This is an optimization exercise on Yosys and OpenROAD, whose aim is small area, a short achievable clock period and few clock cycles per item, not a production implementation.
Function was checked by simulation only, so behaviour that the tests miss may differ from the original.
Power and IR drop assume default switching activity.

==> inputs of wip/onyx <==
Design grid_liquid_diffusion_step_unit, start of the top module:
module grid_liquid_diffusion_step_unit #(
	parameter int MAX_WIDTH   = gdiff_pkg::MAX_WIDTH_DEF,
	parameter int AMOUNT_BITS = gdiff_pkg::AMOUNT_BITS_DEF,
	localparam int DATA_W     = ((AMOUNT_BITS + 7) / 8) * 8
) (
	input  logic                              clk,
	input  logic                              arst_n,
	input  logic                              s_axis_tvalid,
	output logic                              s_axis_tready,
	input  logic [DATA_W-1:0]                 s_axis_tdata,    
	output logic                              m_axis_tvalid,
	input  logic                              m_axis_tready,
	output logic [DATA_W-1:0]                 m_axis_tdata,    
	output logic                              m_axis_tlast,
	input  logic                              cfg_valid,
	output logic                              cfg_ready,
	input  logic [gdiff_pkg::CFG_INDEX_W-1:0] cfg_index,
	input  logic [gdiff_pkg::CFG_DATA_W-1:0]  cfg_data
);
Settings: LEC_CHECK=0, CAP_MARGIN=20, CORE_MARGIN=2, CORE_UTILIZATION=40, CTS_CLUSTER_DIAMETER=100, CTS_CLUSTER_SIZE=30, SETUP_SLACK_MARGIN=4.0, SLEW_MARGIN=20; clock period 7.0 ns.
run.sh (not shown) runs the stock make flow with config.mk's settings and CLKGATE_MAP_FILE= SYNTH_SCRIPT=/design/flow/synth_recipe.tcl, a recipe that flattens the netlist after the stock synthesis.
==> inputs of wip/willow, as changes to wip/onyx <==
--- a/flow/design.v
+++ b/flow/design.v
@@ -3,13 +3,13 @@
 	localparam int AMOUNT_BITS_DEF = 16;
 	localparam int CFG_INDEX_W = 2;
 	localparam int CFG_DATA_W  = 16;
 	localparam int GRID_W_BITS = 6;
 	localparam int GRID_H_BITS = 16;
 	localparam int RATE_BITS   = 16;
-	localparam int OUT_SLOTS = 6;
+	localparam int OUT_SLOTS = 7;
 	localparam int ZW = 18;
 endpackage
 module gdiff_div (
 	input  logic        clk,
 	input  logic        arst_n,
 	input  logic        start,      
@@ -82,13 +82,13 @@
 		for (int i = 0; i < 9; i++) begin
 			one[i] <= mb[2*i+1] ^ mb[2*i];
 			two[i] <= (mb[2*i+2] & !mb[2*i+1] & !mb[2*i]) | (!mb[2*i+2] & mb[2*i+1] & mb[2*i]);
 			neg[i] <= mb[2*i+2] & !(mb[2*i+1] & mb[2*i]);
 		end
 	end
-	assign hold  = (cnt_q != '0);
+	assign hold  = (cnt_q > 5'd1);
 	assign shift = l_q;
 endmodule
 module gdiff_mul (
 	input  logic [15:0] a,
 	input  logic [8:0]  one,
 	input  logic [8:0]  two,
@@ -888,47 +888,67 @@
 		.hold   (rc_hold),
 		.one    (b_one),
 		.two    (b_two),
 		.neg    (b_neg),
 		.shift  (l_sh)
 	);
+	logic          vt_q, ft_q;
+	logic [AB-1:0] at_q;
+	logic          lmt_q, rmt_q, topt_q;
+	logic [2:0]    kt_q;
+	logic          lm_t, rm_t, uptop_t;
+	assign lm_t    = (tok_col == '0);
+	assign rm_t    = (tok_col == wl_q);
+	assign uptop_t = fiss ? (hl_q == '0) : sec_q;
+	always_ff @(posedge clk or negedge arst_n) begin
+		if (!arst_n) begin
+			vt_q <= 1'b0;
+			ft_q <= 1'b0;
+		end else begin
+			vt_q <= acc;
+			ft_q <= fiss;
+		end
+	end
+	always_ff @(posedge clk) begin
+		at_q   <= s_axis_tdata[AB-1:0];
+		lmt_q  <= lm_t;
+		rmt_q  <= rm_t;
+		topt_q <= top_q;
+		kt_q   <= 3'(!fiss) + 3'(!uptop_t) + 3'(!lm_t) + 3'(!rm_t);
+	end
 	logic          v0_q, f0_q;
 	logic [AB-1:0] a0_q;
 	logic [34:0]   ms0_q, mc0_q;
 	logic          lm0_q, rm0_q, top0_q;
 	logic [2:0]    k0_q;
-	logic          lm_t, rm_t, uptop_t;
 	logic [34:0]   ms, mc;
-	assign lm_t    = (tok_col == '0);
-	assign rm_t    = (tok_col == wl_q);
-	assign uptop_t = fiss ? (hl_q == '0) : sec_q;
 	gdiff_mul u_mul (
-		.a   (s_axis_tdata[AB-1:0]),
+		.a   (at_q),
 		.one (b_one),
 		.two (b_two),
 		.neg (b_neg),
 		.s   (ms),
 		.c   (mc)
 	);
 	always_ff @(posedge clk or negedge arst_n) begin
 		if (!arst_n) begin
 			v0_q <= 1'b0;
 			f0_q <= 1'b0;
 		end else begin
-			v0_q <= acc;
-			f0_q <= fiss;
+			v0_q <= vt_q;
+			f0_q <= ft_q;
 		end
 	end
 	always_ff @(posedge clk) begin
-		a0_q   <= s_axis_tdata[AB-1:0];
+		a0_q   <= at_q;
 		ms0_q  <= ms;
 		mc0_q  <= mc;
-		lm0_q  <= lm_t;
-		rm0_q  <= rm_t;
-		top0_q <= top_q;
-		k0_q   <= 3'(!fiss) + 3'(!uptop_t) + 3'(!lm_t) + 3'(!rm_t);
+		lm0_q  <= lmt_q;
+		rm0_q  <= rmt_q;
+		top0_q <= topt_q;
+		k0_q   <= kt_q;
 	end
 	logic          v1_q, f1_q;
 	logic [16:0]   t1_q;
 	logic [AB:0]   au1_q;
 	logic [ZW:0]   zr1_q;
 	logic [ZW-1:0] ks1_q;
- CTS_CLUSTER_SIZE: 30 -> 28
- SETUP_SLACK_MARGIN: 4.0 -> 3.75
==> comparison table <==
	wip/willow	wip/onyx
Number of sequential storage elements	1649	1606
Effective utilization at floorplan	40.4%	40.2%
Area fraction of the dominant cell type after synthesis	51.4%	51.0%
Synthesized-area fraction occupied by and/or/nand/nor cells	7.63%	8.12%
Post CTS Setup Buffer Count	39	82
Area added between synthesis and finish	10.2%	13.2%
Total Die Area	140000 um2	139000 um2
Power per cell area	460 nW/um2	530 nW/um2
Fraction of power spent switching nets	35.6%	37.8%
Final non-filler cell total	6387	6437
Number of DRC markers in iteration 0	1855	1915
Maximum number of pins on one net before global-route repair	67	73
Sequential power	0.0117 W	0.0129 W
Post-route core utilization	44.5%	45.5%
Share of the yosys chip area belonging to registers	63.6%	62.2%
Result of the run	no timing/DRC/antenna violations	no timing/DRC/antenna violations
Multi-input logic cell count	2415	2441
Multi-input logic area	18600 um2	19900 um2
Clock buffer cells	90	84
Testbench counts of wip/onyx, summed over its fixed seeds: cycles 6,896, items 6,464.
Testbench counts of wip/willow, summed over its fixed seeds: cycles 6,896, items 6,464.

## separate check: timing with driven ports
Ports are ideal in the flow. The routed layouts listed here were re-timed in OpenROAD.
Step 1 (the two cells are an assumption about what drives the block):
set clk [get_ports {clk}]
set_driving_cell -lib_cell sky130_fd_sc_hd__clkbuf_16 $clk
set_driving_cell -lib_cell sky130_fd_sc_hd__buf_2 [delete_from_list [all_inputs] $clk]
Step 2 also shifts input and output timing later by t, the mid clock arrival at the registers, as if the neighbouring blocks saw the same clock.
a / b / c = ideal / step 1 / step 2; a / b = the first two.
run	t (ns)	setup slack, ns	hold slack, ns	worst setup path at the end
wip/onyx	0.746	3.563 / 3.566 / 2.820	0.322 / 0.322 / 0.322	input to register
wip/willow	0.747	3.826 / 3.826 / 3.245	0.314 / 0.314 / 0.314	input to register
After both steps setup and hold are still met in every run listed. The setup slack of wip/onyx, which loses most, moves by +0.003 ns with the drivers and by -0.743 ns with both steps.
